From an optimization exercise on the open Yosys and OpenROAD flow, aimed at small area, a short achievable clock period and few clock cycles per item; shortcuts taken in it are not production practice.
At most, simulation tests tie the RTL to the original design; equivalence was not proved.
Power and IR drop assume default switching activity.

## led_chain_chase_encoder_unit
module led_chain_chase_encoder_unit (
  input  logic                          clk_i,
  input  logic                          rst_ni,
  input  logic                          psel,
  input  logic                          penable,
  input  logic                          pwrite,
  input  logic [lcce_pkg::ADDR_W-1:0]   paddr,
  input  logic [lcce_pkg::DATA_W-1:0]   pwdata,
  output logic [lcce_pkg::DATA_W-1:0]   prdata,
  output logic                          pready,
  input  logic                          in_valid_i,
  output logic                          in_stall_o,
  input  logic [lcce_pkg::STEP_W-1:0]   step_index_i,
  input  logic [7:0]                    red_i,
  input  logic [7:0]                    green_i,
  input  logic [7:0]                    blue_i,
  output logic                          out_valid_o,
  input  logic                          out_stall_i,
  output logic [7:0]                    bit7_code_o,
  output logic [7:0]                    bit6_code_o,
  output logic [7:0]                    bit5_code_o,
  output logic [7:0]                    bit4_code_o,
  output logic [7:0]                    bit3_code_o,
  output logic [7:0]                    bit2_code_o,
  output logic [7:0]                    bit1_code_o,
  output logic [7:0]                    bit0_code_o,
  output logic                          reset_slot_o,
  output logic                          last_of_frame_o
);
==> flow/config.mk <==
export PLATFORM = sky130hd
export DESIGN_NAME = led_chain_chase_encoder_unit
export DESIGN_NICKNAME = led_chain_chase_encoder_unit
export VERILOG_FILES = /design/flow/design.v
export SDC_FILE = /design/flow/constraint.sdc
export NUM_CORES = 4
export LEC_CHECK = 0
export CAP_MARGIN = 20
export CORE_MARGIN = 2
export CORE_UTILIZATION = 60
export CTS_CLUSTER_DIAMETER = 80
export CTS_CLUSTER_SIZE = 24
export SETUP_SLACK_MARGIN = 2.3
export SLEW_MARGIN = 20
==> flow/constraint.sdc <==
create_clock -name core_clock -period 4.5 [get_ports {clk_i}]
set_input_delay 0.9000 -clock core_clock [delete_from_list [all_inputs] [get_ports {clk_i}]]
set_output_delay 0.9000 -clock core_clock [all_outputs]
set_load 0.01 [all_outputs]
run.sh (not shown) runs the stock make flow with config.mk's settings and CLKGATE_MAP_FILE= SYNTH_SCRIPT=/design/flow/synth_recipe.tcl, a recipe that flattens the netlist after the stock synthesis.
Testbench counts at the start, summed over its fixed seeds: cycles 98,032, steps 4,608.
Rerun with:
SETUP_SLACK_MARGIN = 1.7   (was 2.3)
=> Utilization falls by 4.6 points. Wire length fell by 6.0%. Area after synthesis does not change.
Rerun with:
SETUP_SLACK_MARGIN = 2.0   (was 1.7)
The changed run completed with no timing, DRC or antenna violations.
Core utilization grows by 1.3 points.
Routed wire length grows by 1.1%.
Area after synthesis stays the same.
Via count grows by 2.0%.
Critical path depth grows by 1.
Final cell count grows by 2.6%.
Die area does not change.

led_chain_chase_encoder_unit, a different RTL version from the one above (not shown whole).
Size: roughly 1400 cells after synthesis, about 18000 um^2 of cells after synthesis.
Design led_chain_chase_encoder_unit, start of the top module:
module led_chain_chase_encoder_unit (
  input  logic                          clk_i,
  input  logic                          rst_ni,
  input  logic                          psel,
  input  logic                          penable,
  input  logic                          pwrite,
  input  logic [lcce_pkg::ADDR_W-1:0]   paddr,
  input  logic [lcce_pkg::DATA_W-1:0]   pwdata,
  output logic [lcce_pkg::DATA_W-1:0]   prdata,
  output logic                          pready,
  input  logic                          in_valid_i,
  output logic                          in_stall_o,
  input  logic [lcce_pkg::STEP_W-1:0]   step_index_i,
  input  logic [7:0]                    red_i,
  input  logic [7:0]                    green_i,
  input  logic [7:0]                    blue_i,
  output logic                          out_valid_o,
  input  logic                          out_stall_i,
  output logic [7:0]                    bit7_code_o,
  output logic [7:0]                    bit6_code_o,
  output logic [7:0]                    bit5_code_o,
  output logic [7:0]                    bit4_code_o,
  output logic [7:0]                    bit3_code_o,
  output logic [7:0]                    bit2_code_o,
  output logic [7:0]                    bit1_code_o,
  output logic [7:0]                    bit0_code_o,
  output logic                          reset_slot_o,
  output logic                          last_of_frame_o
);
  logic [7:0]  period, zero_code, one_code, zero_eff;
  logic [11:0] flags;
  logic [3:0]  active_pixels;
  logic [2:0]  dim_shift;
  logic        acc_q, fix_q, take, ready_next, reads_done_next, lit;
  logic [11:0] pix_sel;
  logic [2:0]  byte_sel;
  logic        cfg_wr;
  logic [7:0]  rd_byte, bits;
  logic        rslot;
  logic [23:0] pixel;
  assign pready = 1'b1;
  lcce_regs u_regs (
    .clk_i           (clk_i),
    .rst_ni          (rst_ni),
    .psel            (psel),
    .penable         (penable),
    .pwrite          (pwrite),
    .paddr           (paddr),
    .pwdata          (pwdata),
    .prdata          (prdata),
    .wr_o            (cfg_wr),
  ...
clock: 4.5 ns
lec_check: 0
cap_margin: 20
core_margin: 2
core_utilization: 60
cts_cluster_diameter: 80
cts_cluster_size: 24
setup_slack_margin: 2.2
slew_margin: 20
Change:
Settings changed: SETUP_SLACK_MARGIN 2.2 to 2.0.
Result: The new run passed the timing, design-rule and antenna checks. Total power drops by about 3.4%. Count of clock-buffer cells in the layout does not change. Utilization went down by 2.2 points. Non-clock buffer count came out lower by 25. Design area fell by 3.1%. Synthesized cell count is unchanged. Worst setup slack degrades by 0.049 ns. Combinational power shrinks by 8.8%. Hold slack barely changes.
No functional check of the RTL was part of any run of this note.

-- afterwards: timing with drivers on the ports --
The results above use ideal ports. As a check the final layouts listed here were re-extracted and re-timed, cells and wires unchanged.
Step 1 (the two cells are an assumption about what drives the block):
set clk [get_ports {clk_i}]
set_driving_cell -lib_cell sky130_fd_sc_hd__clkbuf_16 $clk
set_driving_cell -lib_cell sky130_fd_sc_hd__buf_2 [delete_from_list [all_inputs] $clk]
Step 2 also shifts input and output timing later by t, the mid clock arrival at the registers, as if the neighbouring blocks saw the same clock.
a / b / c = ideal / step 1 / step 2; a / b = the first two.
run	shift t [ns]	setup WS [ns]	slew at the worst register clock pin (ns)	worst slew at a driven data input, ns
the first run of note 1	0.586	2.061 / 2.004 / 1.805	0.10 / 0.10	0.09
the second run of note 1	0.589	1.705 / 1.654 / 1.213	0.10 / 0.10	0.09
the third run of note 1	0.589	1.992 / 1.943 / 1.520	0.10 / 0.10	0.09
the first run of note 2	0.592	2.039 / 1.985 / 1.910	0.10 / 0.10	0.06
the second run of note 2	0.588	1.990 / 1.937 / 1.796	0.10 / 0.10	0.05
After both steps every run listed still meets setup and hold. The setup slack of the second run of note 1, which loses most, moves by -0.051 ns with the drivers and by -0.492 ns with both steps.
